This design comes from an exercise in tuning for small area, a short achievable clock period and few clock cycles per item on the open sky130 flow, not from production work.
Function was checked by simulation only, so behaviour that the tests miss may differ from the original.
Power is estimated from default activity; no workload was simulated.

==> flow/design.v <==
`default_nettype none
package dibw_pkg;
  typedef enum logic [2:0] {
    CMD_AND = 3'd0,
    CMD_OR  = 3'd1,
    CMD_XOR = 3'd2,
    CMD_NOT = 3'd3,
    CMD_SHL = 3'd4,
    CMD_SAR = 3'd5,
    CMD_SHR = 3'd6,
    CMD_NOP = 3'd7
  } cmd_t;
  function automatic logic [34:0] dbl_shift_hi(input logic [63:0] bits);
    logic [10:0] expo;
    logic        ok;
    logic [82:0] s0, s1, s2, s3, s4, s5;
    expo = bits[62:52];
    ok   = (expo[10:7] == 4'b1000);
    s0   = {30'd0, ok, bits[51:0] & {52{ok}}};
    s1   = expo[6] ? (s0 << 64) : s0;
    s2   = expo[5] ? (s1 << 32) : s1;
    s3   = expo[4] ? (s2 << 16) : s2;
    s4   = expo[3] ? (s3 << 8)  : s3;
    s5   = expo[2] ? (s4 << 4)  : s4;
    dbl_shift_hi = s5[82:48];
  endfunction
  function automatic logic [31:0] dbl_shift_lo(input logic [34:0] w, input logic [1:0] j,
                                               input logic one, input logic neg);
    logic [34:0] t2, t3;
    logic [31:0] mag;
    t2  = j[1] ? (w << 2)  : w;
    t3  = j[0] ? (t2 << 1) : t2;
    mag = {t3[34:4], t3[3] | one};
    dbl_shift_lo = neg ? (32'd0 - mag) : mag;
  endfunction
  function automatic logic [4:0] lzc32(input logic [31:0] v);
    logic [15:0] z1; logic [15:0] c1;
    logic [7:0]  z2; logic [15:0] c2;
    logic [3:0]  z3; logic [11:0] c3;
    logic [1:0]  z4; logic [7:0]  c4;
    logic [4:0]  c5;
    for (int i = 0; i < 16; i++) begin
      z1[i] = !(v[2*i+1] | v[2*i]);
      c1[i] = !v[2*i+1];
    end
    for (int i = 0; i < 8; i++) begin
      z2[i]         = z1[2*i+1] & z1[2*i];
      c2[2*i +: 2]  = z1[2*i+1] ? {1'b1, c1[2*i]} : {1'b0, c1[2*i+1]};
    end
    for (int i = 0; i < 4; i++) begin
      z3[i]         = z2[2*i+1] & z2[2*i];
      c3[3*i +: 3]  = z2[2*i+1] ? {1'b1, c2[2*(2*i) +: 2]} : {1'b0, c2[2*(2*i+1) +: 2]};
    end
    for (int i = 0; i < 2; i++) begin
      z4[i]         = z3[2*i+1] & z3[2*i];
      c4[4*i +: 4]  = z3[2*i+1] ? {1'b1, c3[3*(2*i) +: 3]} : {1'b0, c3[3*(2*i+1) +: 3]};
    end
    c5 = z4[1] ? {1'b1, c4[3:0]} : {1'b0, c4[7:4]};
    lzc32 = c5;
  endfunction
  function automatic logic [63:21] word_to_dbl(input logic uns, input logic [31:0] w);
    logic        neg;
    logic [31:0] m;
    logic [4:0]  lz;
    logic [32:0] s;
    logic [4:0]  p;
    logic [10:0] expo;
    neg  = !uns && w[31];
    m    = neg ? (32'd0 - w) : w;
    lz   = lzc32(w ^ {32{neg}});
    s    = {1'b0, m} << lz;
    p    = ~lz;   
    expo = s[32] ? (11'd1024 + {6'd0, p}) : (11'd1023 + {6'd0, p});
    if (w == 32'd0) word_to_dbl = '0;
    else word_to_dbl = {neg, expo, s[30:0]};
  endfunction
endpackage
`default_nettype wire
`default_nettype none
module double_int32_wrap_bitwise_alu_core (
  input  wire logic        clk,
  input  wire logic        rst,
  input  wire logic        in_valid,
  output logic             in_stall,
  input  wire logic [2:0]  command,
  input  wire logic [63:0] operand_a,
  input  wire logic [63:0] operand_b,
  output logic             out_valid,
  input  wire logic        out_stall,
  output logic [63:0]      result_double,
  output logic [31:0]      result_word,
  output logic             result_unsigned
);
  logic           v1, v2, v3, v4;
  dibw_pkg::cmd_t cmd1;
  logic [34:0]    wa1, wb1;
  logic [1:0]     ja1, jb1;
  logic           oa1, ob1, sa1, sb1;
  dibw_pkg::cmd_t cmd2;
  logic [31:0]    x2, b2;
  logic           fill2;
  logic [31:0]    r3;
  logic           uns3;
  logic [63:21]   dbl4;
  logic           adv;
  logic [31:0] a, x, y, rev_y, r;
  logic [63:21] dbl;
  assign adv      = !(v4 && out_stall);
  assign in_stall = !adv;
  always_comb begin
    a = dibw_pkg::dbl_shift_lo(wa1, ja1, oa1, sa1);
    for (int i = 0; i < 32; i++) x[i] = (cmd1 == dibw_pkg::CMD_SHL) ? a[31 - i] : a[i];
    y = b2[4] ? {{16{fill2}}, x2[31:16]} : x2;
    y = b2[3] ? {{8{fill2}},  y[31:8]}   : y;
    y = b2[2] ? {{4{fill2}},  y[31:4]}   : y;
    y = b2[1] ? {{2{fill2}},  y[31:2]}   : y;
    y = b2[0] ? {fill2,       y[31:1]}   : y;
    for (int i = 0; i < 32; i++) rev_y[i] = y[31 - i];
    case (cmd2)
      dibw_pkg::CMD_AND: r = x2 & b2;
      dibw_pkg::CMD_OR:  r = x2 | b2;
      dibw_pkg::CMD_XOR: r = x2 ^ b2;
      dibw_pkg::CMD_NOT: r = ~x2;
      dibw_pkg::CMD_SHL: r = rev_y;
      dibw_pkg::CMD_SAR: r = y;
      dibw_pkg::CMD_SHR: r = y;
      default:           r = 32'd0;
    endcase
    dbl = dibw_pkg::word_to_dbl(uns3, r3);
  end
  always_ff @(posedge clk) begin
    if (rst) begin
      v1 <= 1'b0;
      v2 <= 1'b0;
      v3 <= 1'b0;
      v4 <= 1'b0;
    end else if (adv) begin
      v1 <= in_valid;
      v2 <= v1;
      v3 <= v2;
      v4 <= v3;
    end
    if (adv) begin
      cmd1            <= dibw_pkg::cmd_t'(command);
      wa1             <= dibw_pkg::dbl_shift_hi(operand_a);
      ja1             <= operand_a[53:52];
      oa1             <= (operand_a[62:52] == 11'd1023);
      sa1             <= operand_a[63];
      wb1             <= dibw_pkg::dbl_shift_hi(operand_b);
      jb1             <= operand_b[53:52];
      ob1             <= (operand_b[62:52] == 11'd1023);
      sb1             <= operand_b[63];
      cmd2            <= cmd1;
      x2              <= x;
      b2              <= dibw_pkg::dbl_shift_lo(wb1, jb1, ob1, sb1);
      fill2           <= (cmd1 == dibw_pkg::CMD_SAR) && a[31];
      r3              <= r;
      uns3            <= (cmd2 == dibw_pkg::CMD_SHR);
      result_word     <= r3;
      result_unsigned <= uns3;
      dbl4            <= dbl;
    end
  end
  assign out_valid = v4;
  assign result_double = {dbl4, 21'd0};
endmodule
`default_nettype wire
export LEC_CHECK = 0
export ABC_AREA = 1
export CAP_MARGIN = 20
export CORE_MARGIN = 2
export CORE_UTILIZATION = 40
export SETUP_SLACK_MARGIN = 1.5
export SLEW_MARGIN = 20
create_clock -name core_clock -period 5.0 [get_ports {clk}]
standard.sh (not shown) runs the stock make flow with config.mk's settings and CLKGATE_MAP_FILE= SYNTH_SCRIPT=/design/flow/synth_recipe.tcl, a recipe that flattens the netlist after the stock synthesis.
==> flow/flow/run.sh <==
#!/bin/bash
# Standard flow, except that the port buffers are buf_2 cells (not the default
# delay-buffer cells) and the resizer may swap cells across footprints.
set -uo pipefail
bash standard.sh MATCH_CELL_FOOTPRINT=0 "BUFFER_PORTS_ARGS=-buffer_cell sky130_fd_sc_hd__buf_2" finish > standard.log 2>&1
Testbench counts at the start, summed over its fixed seeds: cycles 24,032, items 24,000.
Next try:
--- a/flow/design.v
+++ b/flow/design.v
@@ -8,31 +8,31 @@
     CMD_SHL = 3'd4,
     CMD_SAR = 3'd5,
     CMD_SHR = 3'd6,
     CMD_NOP = 3'd7
   } cmd_t;
-  function automatic logic [34:0] dbl_shift_hi(input logic [63:0] bits);
+  function automatic logic [38:0] dbl_shift_hi(input logic [63:0] bits);
     logic [10:0] expo;
     logic        ok;
-    logic [82:0] s0, s1, s2, s3, s4, s5;
+    logic [82:0] s0, s1, s2, s3, s4;
     expo = bits[62:52];
     ok   = (expo[10:7] == 4'b1000);
     s0   = {30'd0, ok, bits[51:0] & {52{ok}}};
     s1   = expo[6] ? (s0 << 64) : s0;
     s2   = expo[5] ? (s1 << 32) : s1;
     s3   = expo[4] ? (s2 << 16) : s2;
     s4   = expo[3] ? (s3 << 8)  : s3;
-    s5   = expo[2] ? (s4 << 4)  : s4;
-    dbl_shift_hi = s5[82:48];
+    dbl_shift_hi = s4[82:44];
   endfunction
-  function automatic logic [31:0] dbl_shift_lo(input logic [34:0] w, input logic [1:0] j,
+  function automatic logic [31:0] dbl_shift_lo(input logic [38:0] w, input logic [2:0] j,
                                                input logic one, input logic neg);
-    logic [34:0] t2, t3;
+    logic [38:0] t1, t2, t3;
     logic [31:0] mag;
-    t2  = j[1] ? (w << 2)  : w;
+    t1  = j[2] ? (w << 4)  : w;
+    t2  = j[1] ? (t1 << 2) : t1;
     t3  = j[0] ? (t2 << 1) : t2;
-    mag = {t3[34:4], t3[3] | one};
+    mag = {t3[38:8], t3[7] | one};
     dbl_shift_lo = neg ? (32'd0 - mag) : mag;
   endfunction
   function automatic logic [4:0] lzc32(input logic [31:0] v);
     logic [15:0] z1; logic [15:0] c1;
     logic [7:0]  z2; logic [15:0] c2;
@@ -91,12 +91,12 @@
   output logic [31:0]      result_word,
   output logic             result_unsigned
 );
   logic           v1, v2, v3, v4;
   dibw_pkg::cmd_t cmd1;
-  logic [34:0]    wa1, wb1;
-  logic [1:0]     ja1, jb1;
+  logic [38:0]    wa1, wb1;
+  logic [2:0]     ja1, jb1;
   logic           oa1, ob1, sa1, sb1;
   dibw_pkg::cmd_t cmd2;
   logic [31:0]    x2, b2;
   logic           fill2;
   logic [31:0]    r3;
@@ -141,15 +141,15 @@
       v4 <= v3;
     end
     if (adv) begin
       cmd1            <= dibw_pkg::cmd_t'(command);
       wa1             <= dibw_pkg::dbl_shift_hi(operand_a);
-      ja1             <= operand_a[53:52];
+      ja1             <= operand_a[54:52];
       oa1             <= (operand_a[62:52] == 11'd1023);
       sa1             <= operand_a[63];
       wb1             <= dibw_pkg::dbl_shift_hi(operand_b);
-      jb1             <= operand_b[53:52];
+      jb1             <= operand_b[54:52];
       ob1             <= (operand_b[62:52] == 11'd1023);
       sb1             <= operand_b[63];
       cmd2            <= cmd1;
       x2              <= x;
       b2              <= dibw_pkg::dbl_shift_lo(wb1, jb1, ob1, sb1);
=>
- The changed run went through all stages and came out clean
- hold slack gets better by 0.0069 ns
- die area climbs by 2.4%
- power hardly moves
- area after synthesis climbs by 2.4%
- global-route usage drops by 1.5 points
- routed wire length drops by 2.9%
- cell area climbs by 2.1%
- worst setup slack gets better by 0.011 ns
Testbench counts after the change, summed over its fixed seeds: cycles 24,032, items 24,000.

## static timing again, ports no longer ideal
The results above use ideal ports. As a check the final layouts listed here were re-extracted and re-timed, cells and wires unchanged.
Step 1, drivers: a clkbuf_16 drives clk and a buf_2 each remaining input, both assumed.
Step 2, shift: input delay + t, output delay - t, t = (earliest + latest rising clock arrival at the registers) / 2. This alone moves slack from input paths to output paths.
Three values: ideal, step 1, step 2; two values: the first two.
| run | t (ns) | setup WS [ns] | worst hold slack (ns) | worst setup path at the end | worst data-port slew with drivers (ns) |
|---|---|---|---|---|---|
| the first run | 0.641 | 1.702 / 1.702 / 1.338 | 0.453 / 0.453 / 0.453 | input to register | 0.06 |
| the second run | 0.634 | 1.713 / 1.713 / 1.599 | 0.459 / 0.459 / 0.459 | input to register | 0.04 |
After both steps setup and hold are still met in every run listed. The setup slack of the first run, which loses most, moves by 0.000 ns with the drivers and by -0.364 ns with both steps.
